This is an optimization exercise on Yosys and OpenROAD, whose aim is a short achievable clock period and few clock cycles, not a production implementation.
The RTL was checked by simulation tests, not by an equivalence proof against the original design.
Power and IR drop assume default switching activity.

===== flow/flow/run.sh =====
#!/bin/bash
# Layout flow: the standard ORFS flow (standard synthesis, placement, CTS,
# routing) at the design's clock period and constraints. Only these settings
# differ: timing repair aims for a larger setup slack, the clock tree uses
# smaller sink clusters with buffers at most 200 um apart (a shorter clock
# insertion delay for every register alike), and the post-route antenna
# repair may iterate more often.
# make's full output goes to flow_make.log in this folder; each ORFS step
# keeps its own log under orfs/logs/.
set -euo pipefail
bash standard.sh SETUP_SLACK_MARGIN=6.7 CTS_CLUSTER_SIZE=20 CTS_CLUSTER_DIAMETER=150 \
   CTS_BUF_DISTANCE=200 MAX_REPAIR_ANTENNAS_ITER_DRT=10 finish > flow_make.log 2>&1

===== flow/standard.sh =====
#!/bin/bash
# synth_recipe.tcl (not shown) runs the flow's synth.tcl, then flattens the netlist and writes it again
# the make line also repeats each setting of config.mk as NAME=value (left out here)
make -C /OpenROAD-flow-scripts/flow DESIGN_CONFIG=/design/flow/config.mk WORK_HOME=/design/flow/orfs CLKGATE_MAP_FILE= SYNTH_SCRIPT=/design/flow/synth_recipe.tcl "${@:-finish}"

===== flow/config.mk =====
export PLATFORM = sky130hd
export DESIGN_NAME = tlv_tag_table_extractor
export DESIGN_NICKNAME = tlv_tag_table_extractor
export VERILOG_FILES = /design/flow/design.v
export SDC_FILE = /design/flow/constraint.sdc
export NUM_CORES = 4
export LEC_CHECK = 0
export CAP_MARGIN = 40
export CORE_MARGIN = 2
export CORE_UTILIZATION = 30
export SLEW_MARGIN = 20
export TNS_END_PERCENT = 100

===== flow/constraint.sdc =====
create_clock -name core_clock -period 10.0 [get_ports {clock}]
set_input_delay 2.0000 -clock core_clock [delete_from_list [all_inputs] [get_ports {clock}]]
set_output_delay 2.0000 -clock core_clock [all_outputs]
set_load 0.01 [all_outputs]

===== flow/design.v =====
package ttx_pkg;
   localparam logic CMD_LOAD = 1'b0;
   localparam logic CMD_BYTE = 1'b1;
   localparam logic [2:0] STAT_OK     = 3'd0;
   localparam logic [2:0] STAT_SHORT  = 3'd1;
   localparam logic [2:0] STAT_DUP    = 3'd2;
   localparam logic [2:0] STAT_OVFL   = 3'd3;
   localparam logic [2:0] STAT_TRUNC  = 3'd4;
endpackage
module ttx_tag_cell (
   input  logic        clock,
   input  logic        load_en,
   input  logic [23:0] load_tag,
   input  logic [7:0]  byte_in,
   input  logic        hex_ok,      
   input  logic [3:0]  hex_val,     
   output logic        is_hex,
   output logic        is_two,
   output logic [5:0]  match
);
   logic [23:0] tag_ff;
   logic        hex_ff;
   logic        two_ff;
   always_ff @(posedge clock) begin
      if (load_en) tag_ff <= load_tag;
   end
   assign hex_ff = (tag_ff[23:16] == 8'hFF);
   assign two_ff = (tag_ff[23:16] != 8'hFF) && (tag_ff[20:16] == 5'h1F);
   assign is_hex = hex_ff;
   assign is_two = two_ff;
   always_comb begin
      for (int k = 0; k < 6; k++) begin
         match[k] = hex_ok && (hex_val == tag_ff[23-4*k -: 4]);
      end
      if (!hex_ff) begin
         match[0] = (byte_in == tag_ff[23:16]);
         match[1] = !two_ff || (byte_in == tag_ff[15:8]);
         for (int k = 2; k < 6; k++) match[k] = 1'b1;
      end
   end
endmodule
module tlv_tag_table_extractor #(
   parameter int MAX_TAGS    = 32,
   parameter int STORE_BYTES = 1024
) (
   input  logic        clock,
   input  logic        reset,
   input  logic        req_valid,
   output logic        req_ready,
   input  logic        req_command,
   input  logic [4:0]  req_tag_slot,
   input  logic [23:0] req_tag_bytes,
   input  logic [7:0]  req_data_byte,
   input  logic        req_last_byte,
   output logic        rsp_valid,
   input  logic        rsp_ready,
   output logic [4:0]  rsp_tag_index,
   output logic [7:0]  rsp_value_byte,
   output logic        rsp_value_valid,
   output logic        rsp_value_end,
   output logic [9:0]  rsp_store_offset,
   output logic        rsp_message_done,
   output logic [2:0]  rsp_status,
   input  logic        csr_wr_en,
   input  logic [5:0]  csr_wr_data
);
   localparam int NT = 32;    
   localparam int W  = 12;    
   localparam int QD = 4;     
   localparam int RW = 29;    
   localparam logic [2:0] PH_SCAN  = 3'd0;
   localparam logic [2:0] PH_BER1  = 3'd1;
   localparam logic [2:0] PH_BERN  = 3'd2;
   localparam logic [2:0] PH_ALEN  = 3'd3;
   localparam logic [2:0] PH_VALUE = 3'd4;
   localparam logic [2:0] PH_LCHK  = 3'd5;
   localparam logic [2:0] PH_EDUP  = 3'd6;
   localparam logic [2:0] PH_EOVF  = 3'd7;
   logic        rdy;
   logic        i_v;
   logic        i_cmd;
   logic [4:0]  i_slot;
   logic [23:0] i_tag;
   logic [7:0]  i_byte;
   logic        i_last;
   logic        c_v;
   logic [5:0]  c_data;
   logic        hex_ok;      
   logic [3:0]  hex_v;       
   assign req_ready = rdy;
   always_ff @(posedge clock) begin
      i_cmd  <= req_command;
      i_slot <= req_tag_slot;
      i_tag  <= req_tag_bytes;
      i_byte <= req_data_byte;
      i_last <= req_last_byte;
      c_data <= csr_wr_data;
      hex_ok <= 1'b1;
      hex_v  <= req_data_byte[3:0];
      if (req_data_byte >= 8'h30 && req_data_byte <= 8'h39) hex_v <= req_data_byte[3:0];
      else if ((req_data_byte >= 8'h41 && req_data_byte <= 8'h46) ||
               (req_data_byte >= 8'h61 && req_data_byte <= 8'h66))
         hex_v <= req_data_byte[3:0] + 4'd9;
      else hex_ok <= 1'b0;
      if (reset) begin
         i_v <= 1'b0;
         c_v <= 1'b0;
      end else begin
         i_v <= req_valid & rdy;
         c_v <= csr_wr_en;
      end
   end
   logic [NT-1:0] active;
   always_ff @(posedge clock) begin
      if (reset) active <= '0;
      else if (c_v) begin
         for (int i = 0; i < NT; i++) active[i] <= (7'(i) < 7'(c_data));
      end
   end
   logic [NT-1:0] t_hex;
   logic [NT-1:0] t_two;
   logic [6*NT-1:0] t_match;
   for (genvar i = 0; i < NT; i++) begin : g_cell
      ttx_tag_cell u_cell (
         .clock   (clock),
         .load_en (i_v && i_cmd == ttx_pkg::CMD_LOAD && i_slot == 5'(i)),
         .load_tag(i_tag),
         .byte_in (i_byte),
         .hex_ok  (hex_ok),
         .hex_val (hex_v),
         .is_hex  (t_hex[i]),
         .is_two  (t_two[i]),
         .match   (t_match[6*i +: 6])
      );
   end
   logic          e_v;
   logic [7:0]    e_byte;
   logic          e_last;
   logic [NT-1:0] e_s1;       
   logic [NT-1:0] e_s0;       
   logic [NT-1:0] e_m [6];    
   always_ff @(posedge clock) begin
      if (reset) e_v <= 1'b0;
      else e_v <= i_v && i_cmd == ttx_pkg::CMD_BYTE;
      e_byte <= i_byte;
      e_last <= i_last;
      for (int i = 0; i < NT; i++) begin
         e_s1[i] <= t_match[6*i] && (t_hex[i] || t_two[i]);
         e_s0[i] <= t_match[6*i] && !t_two[i];
      end
      for (int k = 0; k < 6; k++)
         for (int i = 0; i < NT; i++) e_m[k][i] <= t_match[6*i+k];
   end
   localparam int EW = 2*NT + 16;    
   logic [W-1:0]  w_v;
   logic [7:0]    w_b   [W];
   logic [W-1:0]  w_l;
   logic [NT-1:0] w_s1  [W];    
   logic [NT-1:0] w_s0  [W];    
   logic [4:0]    w_n   [W];    
   logic [W-1:0]  w_cl;         
   logic [W-1:0]  tp;           
   logic [W-1:0]  hp;           
   logic [4:0]    cnt;
   logic          adv;          
   logic [W-1:0]  insr;         
   logic [W-1:0]  updr;         
   logic [W-1:0]  hp2r;         
   logic [EW-1:0] u [W];
   always_comb begin
      for (int j = 0; j < W; j++) begin
         logic upd;
         logic [NT-1:0] sel;
         logic [4:0]    n;
         upd = updr[j];
         sel = e_m[1];
         if (w_n[j][0]) sel = e_m[2];
         if (w_n[j][1]) sel = e_m[3];
         if (w_n[j][2]) sel = e_m[4];
         if (w_n[j][3]) sel = e_m[5];
         if (!upd) sel = '1;
         n = upd ? {w_n[j][3:0], 1'b1} : w_n[j];
         if (insr[j])
            u[j] = {e_s1, e_s0, 5'd0, e_last, e_last, e_byte, 1'b1};
         else
            u[j] = {w_s1[j] & sel, w_s0[j] & sel, n, w_cl[j] | (e_v & e_last), w_l[j], w_b[j],
                    w_v[j]};
      end
   end
   logic [W-1:0]  hp1;
   logic [W-1:0]  hp2;
   logic [EW-1:0] m_h2;
   assign hp1 = {hp[W-2:0], hp[W-1]};
   assign hp2 = {hp1[W-2:0], hp1[W-1]};
   always_comb begin
      m_h2 = '0;
      for (int j = 0; j < W; j++)
         m_h2 = m_h2 | ({EW{hp2r[j]}} & {w_s1[j], w_s0[j], w_n[j], w_cl[j], w_l[j], w_b[j],
                                        w_v[j]});
   end
   logic [EW-1:0] u_h0;
   logic [EW-1:0] u_h1;
   logic [EW-1:0] u_h2;
   logic [EW-1:0] h0;
   logic [EW-1:0] h1;
   logic          ins_h [3];
   logic [EW-1:0] src_h [3];
   logic [EW-1:0] dst_h [3];
   assign ins_h[0] = e_v && cnt == 5'd0;
   assign ins_h[1] = e_v && cnt == 5'd1;
   assign ins_h[2] = e_v && cnt == 5'd2;
   assign src_h[0] = h0;
   assign src_h[1] = h1;
   assign src_h[2] = m_h2;
   always_comb begin
      for (int x = 0; x < 3; x++) begin
         logic [NT-1:0] s1;
         logic [NT-1:0] s0;
         logic [4:0]    n;
         logic          cl;
         logic          l;
         logic [7:0]    bb;
         logic          v;
         logic          up;
         logic [NT-1:0] sel;
         {s1, s0, n, cl, l, bb, v} = src_h[x];
         up = e_v && !cl && !n[4];
         sel = e_m[1];
         if (n[0]) sel = e_m[2];
         if (n[1]) sel = e_m[3];
         if (n[2]) sel = e_m[4];
         if (n[3]) sel = e_m[5];
         if (!up) sel = '1;
         if (ins_h[x])
            dst_h[x] = {e_s1, e_s0, 5'd0, e_last, e_last, e_byte, 1'b1};
         else
            dst_h[x] = {s1 & sel, s0 & sel, up ? {n[3:0], 1'b1} : n, cl | (e_v & e_last),
                        l, bb, v};
      end
   end
   assign u_h0 = dst_h[0];
   assign u_h1 = dst_h[1];
   assign u_h2 = dst_h[2];
   always_ff @(posedge clock) begin
      if (reset) begin
         w_v <= '0;
         cnt <= '0;
         tp  <= W'(1);
         insr <= '0;
         updr <= '0;
         hp2r <= W'(4);
         hp  <= W'(1);
      end else begin
         for (int j = 0; j < W; j++) w_v[j] <= u[j][0] && !(adv && hp[j]);
         cnt <= cnt - 5'(adv) + 5'(e_v);
         if (e_v) tp <= {tp[W-2:0], tp[W-1]};
         if (adv) hp <= hp1;
         if (adv) hp2r <= {hp2r[W-2:0], hp2r[W-1]};
         for (int j = 0; j < W; j++) begin
            updr[j] <= i_v && i_cmd == ttx_pkg::CMD_BYTE && !u[j][10] && !u[j][15];
            insr[j] <= i_v && i_cmd == ttx_pkg::CMD_BYTE && (e_v ? tp[(j+W-1)%W] : tp[j]);
         end
      end
      for (int j = 0; j < W; j++) begin
         {w_s1[j], w_s0[j], w_n[j], w_cl[j], w_l[j], w_b[j]} <= u[j][EW-1:1];
      end
   end
   always_ff @(posedge clock) begin
      if (reset) begin
         h0 <= '0;
         h1 <= '0;
      end else if (adv) begin
         h0 <= u_h1;
         h1 <= u_h2;
      end else begin
         h0 <= u_h0;
         h1 <= u_h1;
      end
   end
   logic          p_pend [2];
   logic          p_none [2];
   logic          p_hex  [2];
   logic          p_two  [2];
   logic [4:0]    p_slot [2];
   logic [NT-1:0] p_win  [2];
   always_comb begin
      for (int s = 0; s < 2; s++) begin
         logic [EW-1:0] e;
         logic [NT-1:0] es1;
         logic [NT-1:0] es0;
         logic [NT-1:0] eh;
         logic [NT-1:0] et;
         logic [4:0]    en;
         logic          ecl;
         logic [NT-1:0] cmp;
         logic [NT-1:0] nf;
         logic [NT-1:0] pre;
         e = (s == 0) ? h0 : h1;
         {es1, es0, en, ecl} = e[EW-1:10];
         eh = es1 & es0;
         et = es1 & ~es0;
         for (int i = 0; i < NT; i++)
            cmp[i] = eh[i] ? en[4] : (et[i] ? en[0] : 1'b1);
         nf = active & (es1 | es0) & (ecl ? cmp : {NT{1'b1}});
         pre = {nf[NT-2:0], 1'b0};
         for (int d = 1; d < NT; d = d * 2) pre = pre | (pre << d);
         p_win[s]  = nf & ~pre;
         p_none[s] = ~|nf;
         p_pend[s] = |(p_win[s] & ~cmp);
         p_hex[s]  = |(p_win[s] & eh);
         p_two[s]  = |(p_win[s] & et);
         for (int b = 0; b < 5; b++) begin
            logic [NT-1:0] m;
            for (int i = 0; i < NT; i++) m[i] = i[b];
            p_slot[s][b] = |(p_win[s] & m);
         end
      end
   end
   logic          d_ok;
   logic          d_pend;
   logic          d_none;
   logic          d_hex;
   logic          d_two;
   logic [4:0]    d_slot;
   logic [NT-1:0] d_win;
   always_ff @(posedge clock) begin
      if (reset) d_ok <= 1'b0;
      else d_ok <= adv ? h1[0] : h0[0];
      d_pend <= adv ? p_pend[1] : p_pend[0];
      d_none <= adv ? p_none[1] : p_none[0];
      d_hex  <= adv ? p_hex[1]  : p_hex[0];
      d_two  <= adv ? p_two[1]  : p_two[0];
      d_slot <= adv ? p_slot[1] : p_slot[0];
      d_win  <= adv ? p_win[1]  : p_win[0];
   end
   logic [2:0]    ph;
   logic [2:0]    skip;
   logic [15:0]   acc;
   logic [6:0]    kc;
   logic [15:0]   rem;
   logic [10:0]   off;
   logic [10:0]   rr;        
   logic [4:0]    slot;
   logic [NT-1:0] seen;
   logic          first;
   logic          pend_end;
   logic          ovf_r;     
   logic          zl_r;      
   logic [2:0]    n_ph;
   logic [2:0]    n_skip;
   logic [15:0]   n_acc;
   logic [6:0]    n_kc;
   logic [15:0]   n_rem;
   logic [10:0]   n_off;
   logic [10:0]   n_rr;
   logic [4:0]    n_slot;
   logic [NT-1:0] n_seen;
   logic          n_first;
   logic          n_pend_end;
   logic          room;
   logic          pa;
   logic          pb;
   logic [RW-1:0] ra;
   logic [RW-1:0] rb;
   function automatic logic [RW-1:0] mk_res(input logic [4:0] ti, input logic [7:0] vb,
                                            input logic vv, input logic ve,
                                            input logic [9:0] so, input logic md,
                                            input logic [2:0] st);
      mk_res = {ti, vb, vv, ve, so, md, st};
   endfunction
   logic [7:0]  b0;
   logic        l0;
   logic        v0;
   logic        ovf;
   logic        zlen;
   logic        rem1;
   logic        seen_hit;
   logic [15:0] alen_1;
   logic [15:0] alen_2;
   logic [15:0] alen_3;
   logic [8:0]  alen_lo;
   logic [7:0]  alen_h0;
   logic [7:0]  alen_h1;
   logic        alen_gt0;
   logic        alen_gt1;
   logic        alen_ovf;
   logic        alen_zl;
   logic [15:0] ber_n;
   logic        n_ovf;
   logic        n_zl;
   logic [2:0]  ph_a;
   logic        clr;
   logic [2:0]  st_a;
   assign b0 = h0[8:1];
   assign l0 = h0[9];
   assign v0 = h0[0];
   always_comb begin
      ovf      = ovf_r;
      zlen     = zl_r;
      rem1     = (rem == 16'd1);
      seen_hit = |(d_win & seen);
      alen_1   = ({8'd0, b0} << 6) + ({8'd0, b0} << 5) + ({8'd0, b0} << 2) - 16'd5328;
      alen_2   = acc + ({8'd0, b0} << 3) + ({8'd0, b0} << 1);
      alen_lo  = {1'b0, acc[7:0]} + {1'b0, b0};
      alen_h0  = acc[15:8];
      alen_h1  = acc[15:8] + 8'd1;
      alen_3   = {alen_lo[8] ? alen_h1 : alen_h0, alen_lo[7:0]};
      alen_gt0 = (alen_h0[7:3] != 5'd0) || ({alen_h0[2:0], alen_lo[7:0]} > rr);
      alen_gt1 = (alen_h1[7:3] != 5'd0) || ({alen_h1[2:0], alen_lo[7:0]} > rr);
      alen_ovf = alen_lo[8] ? alen_gt1 : alen_gt0;
      alen_zl  = (alen_lo[7:0] == 8'd0) && (alen_lo[8] ? (alen_h1 == 8'd0) : (alen_h0 == 8'd0));
      ber_n    = {acc[7:0], b0};
   end
   logic        d_rdy;
   logic [2:0]  eph;         
   logic        goes_lchk;   
   assign d_rdy = d_ok && !d_pend;
   always_comb begin
      n_ph       = ph;
      n_skip     = skip;
      n_acc      = acc;
      n_kc       = kc;
      n_rem      = rem;
      n_off      = off;
      n_rr       = rr;
      n_slot     = slot;
      n_seen     = seen;
      n_first    = first;
      n_pend_end = pend_end;
      n_ovf      = ovf_r;
      n_zl       = zl_r;
      pa         = 1'b0;
      pb         = 1'b0;
      ra         = '0;
      rb         = '0;
      clr        = 1'b0;
      st_a       = ttx_pkg::STAT_OK;
      if (ph == PH_LCHK)
         adv = room && v0 && !pend_end && d_rdy;
      else
         adv = room && v0 && ((first && l0) || skip != 3'd0 || ph != PH_SCAN || d_rdy);
      eph = ph;
      if (ph == PH_LCHK) eph = ovf ? PH_EOVF : (zlen ? PH_SCAN : PH_VALUE);
      ph_a = eph;
      if (room && ph == PH_LCHK) begin
         if (pend_end) begin
            pb = 1'b1;
            if (ovf) rb = mk_res('0, '0, 1'b0, 1'b0, '0, 1'b1, ttx_pkg::STAT_OVFL);
            else if (zlen) begin
               pa = 1'b1;
               ra = mk_res(slot, '0, 1'b0, 1'b1, off[9:0], 1'b0, '0);
               rb = mk_res('0, '0, 1'b0, 1'b0, '0, 1'b1, ttx_pkg::STAT_OK);
            end else
               rb = mk_res('0, '0, 1'b0, 1'b0, '0, 1'b1, ttx_pkg::STAT_TRUNC);
            clr = 1'b1;
         end else begin
            if (zlen) begin
               pa = 1'b1;
               ra = mk_res(slot, '0, 1'b0, 1'b1, off[9:0], 1'b0, '0);
            end else if (!ovf) begin
               n_seen = seen | (NT'(1) << slot);
            end
            n_ph = eph;
         end
      end
      if (adv) begin
         if (first && l0) begin
            pb = 1'b1;
            rb = mk_res('0, '0, 1'b0, 1'b0, '0, 1'b1, ttx_pkg::STAT_SHORT);
            clr = 1'b1;
         end else begin
            if (skip != 3'd0) begin
               n_skip = skip - 3'd1;
            end else begin
               case (eph)
                  PH_SCAN: begin
                     if (!d_none) begin
                        if (seen_hit) ph_a = PH_EDUP;
                        else begin
                           n_slot = d_slot;
                           n_acc = '0;
                           if (d_hex) begin
                              ph_a = PH_ALEN;
                              n_kc = 7'd3;
                              n_skip = 3'd5;
                           end else begin
                              ph_a = PH_BER1;
                              n_skip = d_two ? 3'd1 : 3'd0;
                           end
                        end
                     end
                  end
                  PH_BER1: begin
                     if (!b0[7]) begin
                        n_rem = {8'd0, b0};
                        n_ovf = ({3'd0, b0} > rr);
                        n_zl  = (b0 == 8'd0);
                        ph_a = PH_LCHK;
                     end else if (b0[6:0] == 7'd0) begin
                        n_rem = '0;
                        n_ovf = 1'b0;
                        n_zl  = 1'b1;
                        ph_a = PH_LCHK;
                     end else begin
                        n_kc = b0[6:0];
                        n_acc = '0;
                        ph_a = PH_BERN;
                     end
                  end
                  PH_BERN: begin
                     n_acc = ber_n;
                     n_kc = kc - 7'd1;
                     if (kc == 7'd1) begin
                        n_rem = ber_n;
                        n_ovf = (ber_n[15:11] != 5'd0) || (ber_n[10:0] > rr);
                        n_zl  = (ber_n == 16'd0);
                        ph_a = PH_LCHK;
                     end
                  end
                  PH_ALEN: begin
                     n_kc = kc - 7'd1;
                     if (kc == 7'd3) n_acc = alen_1;
                     else n_acc = alen_2;
                     if (kc == 7'd1) begin
                        n_rem = alen_3;
                        n_ovf = alen_ovf;
                        n_zl  = alen_zl;
                        ph_a = PH_LCHK;
                     end
                  end
                  PH_VALUE: begin
                     pa = 1'b1;
                     ra = mk_res(slot, b0, 1'b1, rem1, off[9:0], 1'b0, '0);
                     n_off = off + 11'd1;
                     n_rr = rr - 11'd1;
                     n_rem = rem - 16'd1;
                     if (rem1) ph_a = PH_SCAN;
                  end
                  default: begin
                  end
               endcase
            end
            n_first = 1'b0;
            n_ph = ph_a;
            if (l0) begin
               case (ph_a)
                  PH_SCAN: st_a = ttx_pkg::STAT_OK;
                  PH_EDUP: st_a = ttx_pkg::STAT_DUP;
                  PH_EOVF: st_a = ttx_pkg::STAT_OVFL;
                  default: st_a = ttx_pkg::STAT_TRUNC;
               endcase
               if (ph_a == PH_LCHK) n_pend_end = 1'b1;
               else begin
                  pb = 1'b1;
                  rb = mk_res('0, '0, 1'b0, 1'b0, '0, 1'b1, st_a);
                  clr = 1'b1;
               end
            end
         end
      end
      goes_lchk = (skip == 3'd0) && !(first && l0) &&
                  ((eph == PH_BER1 && (!b0[7] || b0[6:0] == 7'd0)) ||
                   ((eph == PH_BERN || eph == PH_ALEN) && kc == 7'd1));
      pa = (room && ph == PH_LCHK && zlen) ||
           (adv && eph == PH_VALUE && skip == 3'd0 && !(first && l0));
      pb = (room && ph == PH_LCHK && pend_end) || (adv && l0 && !goes_lchk);
      if (clr) begin
         n_ph       = PH_SCAN;
         n_skip     = '0;
         n_acc      = '0;
         n_kc       = '0;
         n_rem      = '0;
         n_off      = '0;
         n_rr       = 11'(STORE_BYTES);
         n_slot     = '0;
         n_seen     = '0;
         n_first    = 1'b1;
         n_pend_end = 1'b0;
      end
   end
   always_ff @(posedge clock) begin
      if (reset) begin
         ph       <= PH_SCAN;
         skip     <= '0;
         acc      <= '0;
         kc       <= '0;
         rem      <= '0;
         off      <= '0;
         rr       <= 11'(STORE_BYTES);
         slot     <= '0;
         seen     <= '0;
         first    <= 1'b1;
         pend_end <= 1'b0;
         ovf_r    <= 1'b0;
         zl_r     <= 1'b1;
      end else begin
         ph       <= n_ph;
         skip     <= n_skip;
         acc      <= n_acc;
         kc       <= n_kc;
         rem      <= n_rem;
         off      <= n_off;
         rr       <= n_rr;
         slot     <= n_slot;
         seen     <= n_seen;
         first    <= n_first;
         pend_end <= n_pend_end;
         ovf_r    <= n_ovf;
         zl_r     <= n_zl;
      end
   end
   always_ff @(posedge clock) begin
      if (reset) rdy <= 1'b0;
      else rdy <= (5'(cnt) + 5'(e_v) + 5'(i_v) + 5'(rdy) + 5'd1) <= 5'(W);
   end
   logic [RW-1:0] q [QD];
   logic [QD-1:0] q_wp;      
   logic [QD-1:0] q_rp;      
   logic [QD-1:0] q_t;       
   logic          o_v;
   logic [RW-1:0] o_r;
   logic          o_ld;
   logic          q_pop;
   logic [QD-1:0] q_wp1;
   logic [RW-1:0] q_head;
   logic [RW-1:0] o_diff;
   assign q_wp1 = {q_wp[QD-2:0], q_wp[QD-1]};
   assign room  = !q_t[QD-2];
   assign o_ld  = !o_v || rsp_ready;
   assign q_pop = o_ld && q_t[0];
   always_comb begin
      q_head = '0;
      for (int k = 0; k < QD; k++) q_head = q_head | ({RW{q_rp[k]}} & q[k]);
      o_diff = q_pop ? (q_head ^ o_r) : '0;
   end
   always_ff @(posedge clock) begin
      if (reset) begin
         q_wp <= QD'(1);
         q_rp <= QD'(1);
         q_t  <= '0;
         o_v  <= 1'b0;
      end else begin
         if (pa && pb) q_wp <= {q_wp1[QD-2:0], q_wp1[QD-1]};
         else if (pa || pb) q_wp <= q_wp1;
         if (q_pop) q_rp <= {q_rp[QD-2:0], q_rp[QD-1]};
         case ({pa && pb, pa ^ pb, q_pop})
            3'b100: q_t <= {q_t[QD-3:0], 2'b11};
            3'b101, 3'b010: q_t <= {q_t[QD-2:0], 1'b1};
            3'b001: q_t <= {1'b0, q_t[QD-1:1]};
            default: q_t <= q_t;
         endcase
         if (o_ld) o_v <= q_t[0];
      end
      for (int k = 0; k < QD; k++) begin
         if (pa && q_wp[k]) q[k] <= ra;
         else if (pb && (pa ? q_wp1[k] : q_wp[k])) q[k] <= rb;
      end
      if (reset) o_r <= '0;
      else o_r <= o_r ^ o_diff;
   end
   assign rsp_valid = o_v;
   assign {rsp_tag_index, rsp_value_byte, rsp_value_valid, rsp_value_end, rsp_store_offset,
           rsp_message_done, rsp_status} = o_r;
endmodule

==> summary.md <==
| Metric | Value |
|---|---|
| PD cells | `126.3 nW/um^2` |
| CP arrival | `3.99 ns` |
| Crit Path Max Fanout | `17` |
| Cells after Synth | `15,432` |
| Placed cell areas | `144,000 sq um` |
| Slowest CP cell | `nand3_1` |
| Core area | `451,500 sq um` |
| Die extent in x | `676.7 microns` |
| Die area | `457,900 sq um` |
| CTS tree | `built` |
| Bufs and invs on worst path | `2` |
| Tcrit/Tclk final | `34.37%` |
| CP top delay family | `simple AND/OR/NAND/NOR gates` |
| Synth top area cells | `dfxtp_1 23%, edfxtp_1 22%, nand2_1 8.2%` |
| Via-to-Cell Ratio | `5.745` |
| Grt ovf | `0` |
| Worst Skew | `0.07839 ns` |
| RSZ-0062 raised after global routing | `true` |
| Maximum clock frequency | `291.0 MHz` |
| Routed wire length per instance | `28.16 microns` |
| Design area | `151,500 sq um` |
| Syn Nets | `15,595` |
| Drt pass-1 iters | `14` |
| #FFs+latches synth | `2,579` |
| CTS Buf Count | `152` |
| Routed via count | `120,585` |
| Vias in the first global route | `108,802` |
| Synthesized cell area | `135,700 sq um` |
| Initial Util | `30.06%` |
| Skew-Pair Late Insertion Delay | `0.88 ns` |
| Tmin final | `3.437 ns` |
| Root Driver | `clkbuf_16` |
| Total track usage | `24.25%` |
| Setup Viol. Count Final | `0` |
| Post-synthesis sequential area ratio | `45.35%` |
| Mean Syn Cell Area | `8.796 sq um` |
| Worst Tran Pin Value | `1.029 ns` |
| Crit. End Element | `flip-flop` |
| Async SR Flop Fraction | `0%` |
| Syn-to-layout area delta | `11.63%` |
| Final nets | `15,084` |
| CP required | `10.56 ns` |
| Leak pwr | `48.21 nW` |
| CTS Sinks | `2,579` |
| Clk slew on worst S/H paths | `0.08 ns` |
| Final hold vios | `0` |
| Dpl hpwl | `370,800 microns` |
| IO Port Bufs | `80` |
| Yosys warning count | `18` |
| Setup TNS | `0 ns` |
| H-tree levels | `4` |
| Total Wirelength | `591,000 microns` |
| Slew margin rel. | `31.37%` |
| Flop2flop setup slack | `6.56 ns` |
| Share of the synthesized area in the top cell type | `23.40%` |
| Post-synth EDFFs | `992` |
| Largest net degree at the start of global routing | `94` |
| Fraction of layout cells with a size suffix above 1 | `8.259%` |
| Commonest non-fill, non-tap cell in the layout | `nand2_1` |
| CTS Buffer Depth | `4` |
| Die Ht | `676.7 microns` |
| Routed Antenna Nets | `0` |
| First-pass GRT wire length | `818,100 microns` |
| Commonest non-fill, non-tap cells in the layout | `2,975 x nand2_1, 1,405 x dfxtp_1, 1,395 x o21ai_0` |
| FP Rows | `247` |
| Outcome | `timing/DRC/antenna clean` |
| Synth unique cells | `92` |
| FILL cells | `45,801` |
| Hold-fix buffers, CTS | `0` |
| Power, Total | `0.01915 W` |
| GPL Wtd Cong | `1.031` |
| I/O pins | `81` |
| Final Max Tran Viols | `0` |
| Slowest Stage Delay on Critical Path | `0.63 ns` |
| Worst vdd ir | `0.0001260 V` |
| Post-synth top area cell | `dfxtp_1` |
| Max-Cap Viols | `0` |
| Crit path kind | `reg -> reg` |
| Worst hold path type | `reg -> reg` |
| Worst-path cell chain | `inv_1, nor3_4, nand3_1, nor2_2, buf_6` |
| Residual DRC | `0` |
| Critical Path Source Type | `flip-flop` |
| Prevailing post-synth register cell | `dfxtp_1` |
| Antenna violations before repair | `34` |
| First DRT Iteration DRCs | `17,625` |
-- metal layers --
| metal | GRT usage [%] | part of all wire [%] | vias up |
|---|---|---|---|
| li1 | - | - | 53298 |
| met1 | 31.88 | 40 | 57920 |
| met2 | 35.48 | 41 | 7671 |
| met3 | 7.688 | 13 | 1680 |
| met4 | 12.47 | 6.3 | 16 |
| met5 | 0.1250 | 0.032 | - |
-- sequential cells by signal, summed over array words and instances (netlist names), 60 cells and up, named ones only --
name	count
w_s0	384
h1	80
w_n	60
h0	80
w_b	96
q	116
w_s1	384
e_m	160
g_cell.u_cell.tag_ff	768
-- through the flow --
| stage | hold WS (ns) | util [%] | std cells | setup slack [ns] |
|---|---|---|---|---|
| after global placement | 0.3243 | 31.43 | 20456 | 5.298 |
| after floorplan | 0.3096 | - | 15432 | 6.516 |
| after detailed placement | 0.3341 | 31.90 | 20576 | 5.732 |
| after CTS | 0.3646 | 33.15 | 20874 | 6.608 |
| after global routing | 0.3694 | 33.56 | 20981 | 6.561 |
| final | 0.3615 | 33.56 | 20991 | 6.563 |
-- Yosys cell counts (37+ instances only) --
cell / number
a21oi_1: 795
nand3_1: 200
mux2i_1: 1021
buf_1: 255
edfxtp_1: 992
o221ai_1: 44
dfxtp_1: 1587
nand4_1: 171
xnor2_1: 563
a31oi_1: 74
clkbuf_1: 1022
nor3_1: 177
a311oi_1: 37
a211oi_1: 312
inv_1: 118
a41oi_1: 65
o41ai_1: 130
nand2b_1: 38
nor2_1: 1111
nand2_1: 2981
ha_1: 97
nor4_1: 108
o21ai_0: 1416
and3_1: 280
a22oi_1: 501
xor2_1: 777
a221oi_1: 43
-- cell families (layout without fill, tap and decap cells) --
logic type / after synthesis / after routing / share of synthesized area (%)
other cells: 0 / 14 / 0
flops: 2579 / 2579 / 45.35
xor+xnor: 1340 / 1340 / 8.646
buf+inv: 1439 / 1007 / 4.049
fa+ha+maj: 113 / 113 / 1.130
compound gates: 3650 / 3650 / 16.45
simple gates: 5255 / 5256 / 16.56
mux: 1056 / 1056 / 7.819
-- timing repair --
action	4_1_cts	5_1_grt
endpoints found under the setup margin	791	406
resized for setup	359	147
setup buffers	59	45
gates cloned	5	7
pin swaps	29	53
-- final cells by class --
class | instances | area, sq um | share of cell area (%)
multi-input combinational | 11415 | 70030 | 46.21
sequential | 2579 | 61960 | 40.89
timing repair buffer | 650 | 7189 | 4.744
timing repair inverter | 3 | 26.28 | 0.01734
clock inverter | 8 | 118.9 | 0.07844
tap | 5976 | 7477 | 4.934
antenna | 14 | 35.03 | 0.02312
inverter | 120 | 469.2 | 0.3096
clock buffer | 226 | 4230 | 2.792
-- where the power goes --
part | total, W | leakage (nW) | internal (W) | switching, W
Clock | 0.00677 | 2.09 | 0.00297 | 0.00380
Combinational | 0.00132 | 24.3 | 0.000444 | 0.000874
Sequential | 0.0111 | 21.8 | 0.0109 | 0.000148
Total | 0.0191 | 48.2 | 0.0143 | 0.00483
-- path summary, 6_finish.rpt --
check                 start                                endpoint  cells past startpoint
max          i_v$_SDFF_PP0_  g_cell[24].u_cell.tag_ff[17]$_DFFE_PP_                      5
min          i_last$_DFF_P_                          e_last$_DFF_P_                      0
max reg2reg  i_v$_SDFF_PP0_  g_cell[24].u_cell.tag_ff[17]$_DFFE_PP_                      5
min reg2reg  i_last$_DFF_P_                          e_last$_DFF_P_                      0
Testbench counts, summed over its fixed seeds: cycles 104,722.

-- port drivers added, routing unchanged --
The flow's constraints put no driver on any port. The routed layout listed below was extracted and timed again, unchanged, in two steps. Step 1, drivers: a clkbuf_16 drives clock and a buf_2 each remaining input, both assumed. Step 2, shift: input delay + t, output delay - t, t = (earliest + latest rising clock arrival at the registers) / 2. This alone moves slack from input paths to output paths. Three values: ideal, step 1, step 2; two values: the first two.
shift t [ns]: 0.948
slack for setup (ns): 6.563 / 6.554 / 5.790
worst setup path at the end: input to register
cell pins on the clock port's net: 1
After both steps this run still meets setup and hold. For this run, drivers alone change the setup slack by -0.009 ns; drivers and shift together by -0.773 ns.
